This is an optimization exercise on Yosys and OpenROAD, whose aim is small area and a short achievable clock period, not a production implementation. In this exercise RTL edits were held to simulation tests only and were not proved equivalent to the original. Power is estimated from default activity; no workload was simulated.

Setup of main:
## fetch_dispatch
module fetch_dispatch
(
    input  logic              clk1,
    input  logic              rst_n,
    input  logic              imem_we,
    input  logic [fetch_dispatch_pkg::PC_W-1:0]   imem_waddr,
    input  logic [31:0]       imem_wdata,
    input  logic              rs_add_free,
    input  logic              rs_mul_free,
    input  logic              rs_load_free,
    input  logic              rob_commit,
    input  logic [4:0]        rob_commit_dest,
    input  logic [fetch_dispatch_pkg::TAG_W-1:0]  rob_commit_tag,
    output logic [fetch_dispatch_pkg::PC_W-1:0]   pc,
    output logic [31:0]       inst,
    output logic              stall,
    output logic              disp_add_v,
    output logic              disp_mul_v,
    output logic              disp_load_v,
    output logic [6:0]        disp_fun7,
    output logic [2:0]        disp_fun3,
    output logic [4:0]        disp_rd,
    output logic [4:0]        disp_rs1,
    output logic [4:0]        disp_rs2,
    output logic [11:0]       disp_offset,
    output logic [fetch_dispatch_pkg::TAG_W-1:0]  disp_rob_tag,
    output logic              disp_src1_busy,
    output logic [fetch_dispatch_pkg::TAG_W-1:0]  disp_src1_tag,
    output logic              disp_src2_busy,
    output logic [fetch_dispatch_pkg::TAG_W-1:0]  disp_src2_tag
);
    localparam int TW = fetch_dispatch_pkg::TAG_W;
    logic f_add, f_mul, f_load;
    logic [31:7] inst_i;
    fetch_unit u_fetch (
        .clk1       (clk1),
        .rst_n      (rst_n),
        .hold       (hold),
        .imem_we    (imem_we),
        .imem_waddr (imem_waddr),
        .imem_wdata (imem_wdata),
        .pc         (pc),
        .inst       (inst),
  ...
Settings: LEC_CHECK=0, CAP_MARGIN=20, CORE_MARGIN=2, CORE_UTILIZATION=45, CTS_CLUSTER_DIAMETER=120, CTS_CLUSTER_SIZE=25, SETUP_SLACK_MARGIN=1.9, SLEW_MARGIN=20, SYNTH_HIERARCHICAL=1, SYNTH_MINIMUM_KEEP_SIZE=0; clock period 4.4 ns.
standard.sh (not shown) runs the stock make flow with config.mk's settings and CLKGATE_MAP_FILE= SYNTH_SCRIPT=/design/flow/synth_recipe.tcl, a recipe that flattens the netlist after the stock synthesis.
==> flow/flow/run.sh <==
#!/bin/bash
# The standard ORFS layout (standard.sh, standard synthesis unchanged) with these
# changes to how the layout is made:
#  - MATCH_CELL_FOOTPRINT=0: the platform sets 1, which lets timing repair swap a
#    cell only for one of the same width, so it can hardly upsize anything;
#  - the port buffers that buffer_ports inserts are buf_4 instead of the platform's
#    default pick, a slow delay cell (clkdlybuf4s50_1);
#  - the floorplan step's timing repair (before placement, on wire-load estimates)
#    runs with no setup margin; the repairs after CTS and global routing use
#    config.mk's SETUP_SLACK_MARGIN.
# Each make run's whole output goes to its own log here; ORFS keeps each step's log
# under orfs/logs.
set -euo pipefail
V=(MATCH_CELL_FOOTPRINT=0 "BUFFER_PORTS_ARGS=-buffer_cell sky130_fd_sc_hd__buf_4")
bash standard.sh "${V[@]}" SETUP_SLACK_MARGIN=0 synth floorplan > flow_make_floorplan.log 2>&1
bash standard.sh "${V[@]}" finish > flow_make_finish.log 2>&1
Here is what was changed in the inputs of the feature branch compared with main.
-- flow/design.v --
<<< main, line 21
    output logic [fetch_dispatch_pkg::PC_W-1:0] pc,
    output logic [31:0]     inst,
    output logic [31:7]     inst_i,
    output logic            n_add,
    output logic            n_mul,
>>> the feature branch, line 21
    output logic [fetch_dispatch_pkg::PC_W-1:0] pc,
    output logic [31:0]     inst,
    output logic            n_add,
    output logic            n_mul,
<<< main, line 37
    logic [31:0]        nxt;
    logic [AW-1:0]      pc_inc;
    always_ff @(posedge clk1) begin
        if (!rst_n) begin
            pc_inc <= AW'(1);
        end else if (!hold) begin
            pc_inc <= pc_inc + 1'b1;
        end
    end
    always_ff @(posedge clk1) begin
        if (!hold) inst_i <= nxt[31:7];
    end
    always_comb begin
        for (int i = 0; i < N; i++) begin
>>> the feature branch, line 36
    logic [31:0]        nxt;
    logic [AW-1:0]      pc_inc;
    assign pc_inc = pc + 1'b1;
    always_comb begin
        for (int i = 0; i < N; i++) begin
<<< main, line 178
    localparam int TW = fetch_dispatch_pkg::TAG_W;
    logic f_add, f_mul, f_load;
    logic [31:7] inst_i;
    fetch_unit u_fetch (
        .clk1       (clk1),
>>> the feature branch, line 168
    localparam int TW = fetch_dispatch_pkg::TAG_W;
    logic f_add, f_mul, f_load;
    fetch_unit u_fetch (
        .clk1       (clk1),
<<< main, line 188
        .pc         (pc),
        .inst       (inst),
        .inst_i     (inst_i),
        .n_add      (f_add),
        .n_mul      (f_mul),
>>> the feature branch, line 177
        .pc         (pc),
        .inst       (inst),
        .n_add      (f_add),
        .n_mul      (f_mul),
<<< main, line 194
    );
    logic [4:0] rs2, rs1, rd;
    assign rs2 = inst_i[24:20];
    assign rs1 = inst_i[19:15];
    assign rd  = inst_i[11:7];
    logic [fetch_dispatch_pkg::CNT_W-1:0] rob_count, rob_count_nx;
    logic [TW-1:0] rob_tail;
>>> the feature branch, line 182
    );
    logic [4:0] rs2, rs1, rd;
    assign rs2 = inst[24:20];
    assign rs1 = inst[19:15];
    assign rd  = inst[11:7];
    logic [fetch_dispatch_pkg::CNT_W-1:0] rob_count, rob_count_nx;
    logic [TW-1:0] rob_tail;
<<< main, line 203
    logic          is_add, is_mul, is_load;
    logic          k_add, k_mul, k_load, k_full;
    logic          jn_add, jn_mul, jn_load, jn_full;
    logic          hold;
    assign commit_ok = rob_commit && (rob_count != '0);
    assign stall     = k_full || (k_add && !rs_add_free) || (k_mul && !rs_mul_free) || (k_load && !rs_load_free);
    assign issue     = (!jn_add && rs_add_free) || (!jn_mul && rs_mul_free) || (!jn_load && rs_load_free);
    assign hold      = !jn_full || (!jn_add && !rs_add_free) || (!jn_mul && !rs_mul_free) || (!jn_load && !rs_load_free);
    always_comb begin
        case ({issue, commit_ok})
>>> the feature branch, line 191
    logic          is_add, is_mul, is_load;
    logic          k_add, k_mul, k_load, k_full;
    logic          j_add, j_mul, j_load, j_full;
    logic          hold;
    assign commit_ok = rob_commit && (rob_count != '0);
    assign stall     = k_full || (k_add && !rs_add_free) || (k_mul && !rs_mul_free) || (k_load && !rs_load_free);
    assign issue     = (j_add && rs_add_free) || (j_mul && rs_mul_free) || (j_load && rs_load_free);
    assign hold      = j_full || (j_add && !rs_add_free) || (j_mul && !rs_mul_free) || (j_load && !rs_load_free);
    always_comb begin
        case ({issue, commit_ok})
<<< main, line 247
            k_load    <= 1'b0;
            k_full    <= 1'b0;
            jn_add    <= 1'b1;
            jn_mul    <= 1'b1;
            jn_load   <= 1'b1;
            jn_full   <= 1'b1;
        end else begin
            if (issue) begin
>>> the feature branch, line 235
            k_load    <= 1'b0;
            k_full    <= 1'b0;
            j_add     <= 1'b0;
            j_mul     <= 1'b0;
            j_load    <= 1'b0;
            j_full    <= 1'b0;
        end else begin
            if (issue) begin
<<< main, line 263
            k_load    <= n_load && n_room;
            k_full    <= (n_add || n_mul || n_load) && !n_room;
            jn_add    <= !m_add;
            jn_mul    <= !m_mul;
            jn_load   <= !m_load;
            jn_full   <= !(m_any && !n_room);
        end
    end
>>> the feature branch, line 251
            k_load    <= n_load && n_room;
            k_full    <= (n_add || n_mul || n_load) && !n_room;
            j_add     <= m_add;
            j_mul     <= m_mul;
            j_load    <= m_load;
            j_full    <= m_any && !n_room;
        end
    end
<<< main, line 318
            disp_load_v <= 1'b0;
        end else begin
            disp_add_v  <= !jn_add && rs_add_free;
            disp_mul_v  <= !jn_mul && rs_mul_free;
            disp_load_v <= !jn_load && rs_load_free;
        end
    end
    always_ff @(posedge clk1) begin
        disp_fun7      <= inst_i[31:25];
        disp_rs2       <= rs2;
        disp_rs1       <= rs1;
        disp_fun3      <= inst_i[14:12];
        disp_rd        <= rd;
        disp_rob_tag   <= rob_tail;
>>> the feature branch, line 306
            disp_load_v <= 1'b0;
        end else begin
            disp_add_v  <= j_add && rs_add_free;
            disp_mul_v  <= j_mul && rs_mul_free;
            disp_load_v <= j_load && rs_load_free;
        end
    end
    always_ff @(posedge clk1) begin
        disp_fun7      <= inst[31:25];
        disp_rs2       <= rs2;
        disp_rs1       <= rs1;
        disp_fun3      <= inst[14:12];
        disp_rd        <= rd;
        disp_rob_tag   <= rob_tail;
==> comparison <==
Power per unit of standard cell area for the feature branch: 4.4 nW/um^2 down relative to main. [compare] base=main new=the feature branch: total of cells resized after clock tree synthesis moved up, die area moved down. Path length in cells of the critical path, the feature branch and main, higher one = main. In the feature branch, the post-route cell area came out 830 um^2 above the value in main. On synthesized cell count, the feature branch and main are basically level. As of the feature branch, clock-buffer cell count had fallen slightly compared to main. main → the feature branch: number of sequential cells moved down, sequential share of cell area moved down. Diff main -> the feature branch | layout overhead on the synthesized area | increase of 1.0 points. Slowest cell on the critical path = a222oi_1: the feature branch; slowest cell on the critical path = or4_1: main. The total track usage of the feature branch is higher than that of main. In the feature branch the worst-case hold slack turned out 46 ps lower than in main. The feature branch vs main, number of detailed-route iterations in the first pass went down by 1. Relative to main, total area of multi-input combinational cells has increased by 1100 um^2 in the feature branch.

[port drivers added, routing unchanged]
Ports are ideal in the flow. The routed layouts listed here were re-timed in OpenROAD.
Step 1 sets driving cells, clkbuf_16 on the clock port and buf_2 on the other inputs (assumed; they add their load-dependent delay and slew).
Step 2 adds t to the input delays and takes it off the output delays; t is the mean of the earliest and latest rising clock arrival at the registers after step 1. Input paths then give back, and output paths get back, about the clock's delay inside the block.
Slacks: no drivers / after step 1 / after step 2; pairs: no drivers / after step 1.
run	t, ns	slack for setup (ns)	worst setup path after step 2	latest minus earliest clock arrival (ns)	cell pins on the clock port's net
main	1.055	1.835 / 1.827 / 0.882	input to register	0.116 / 0.116	1
the feature branch	1.088	1.572 / 1.452 / 0.905	input to register	0.079 / 0.078	1
After both steps every run listed still meets setup and hold. The setup slack of main, which loses most, moves by -0.008 ns with the drivers and by -0.953 ns with both steps.
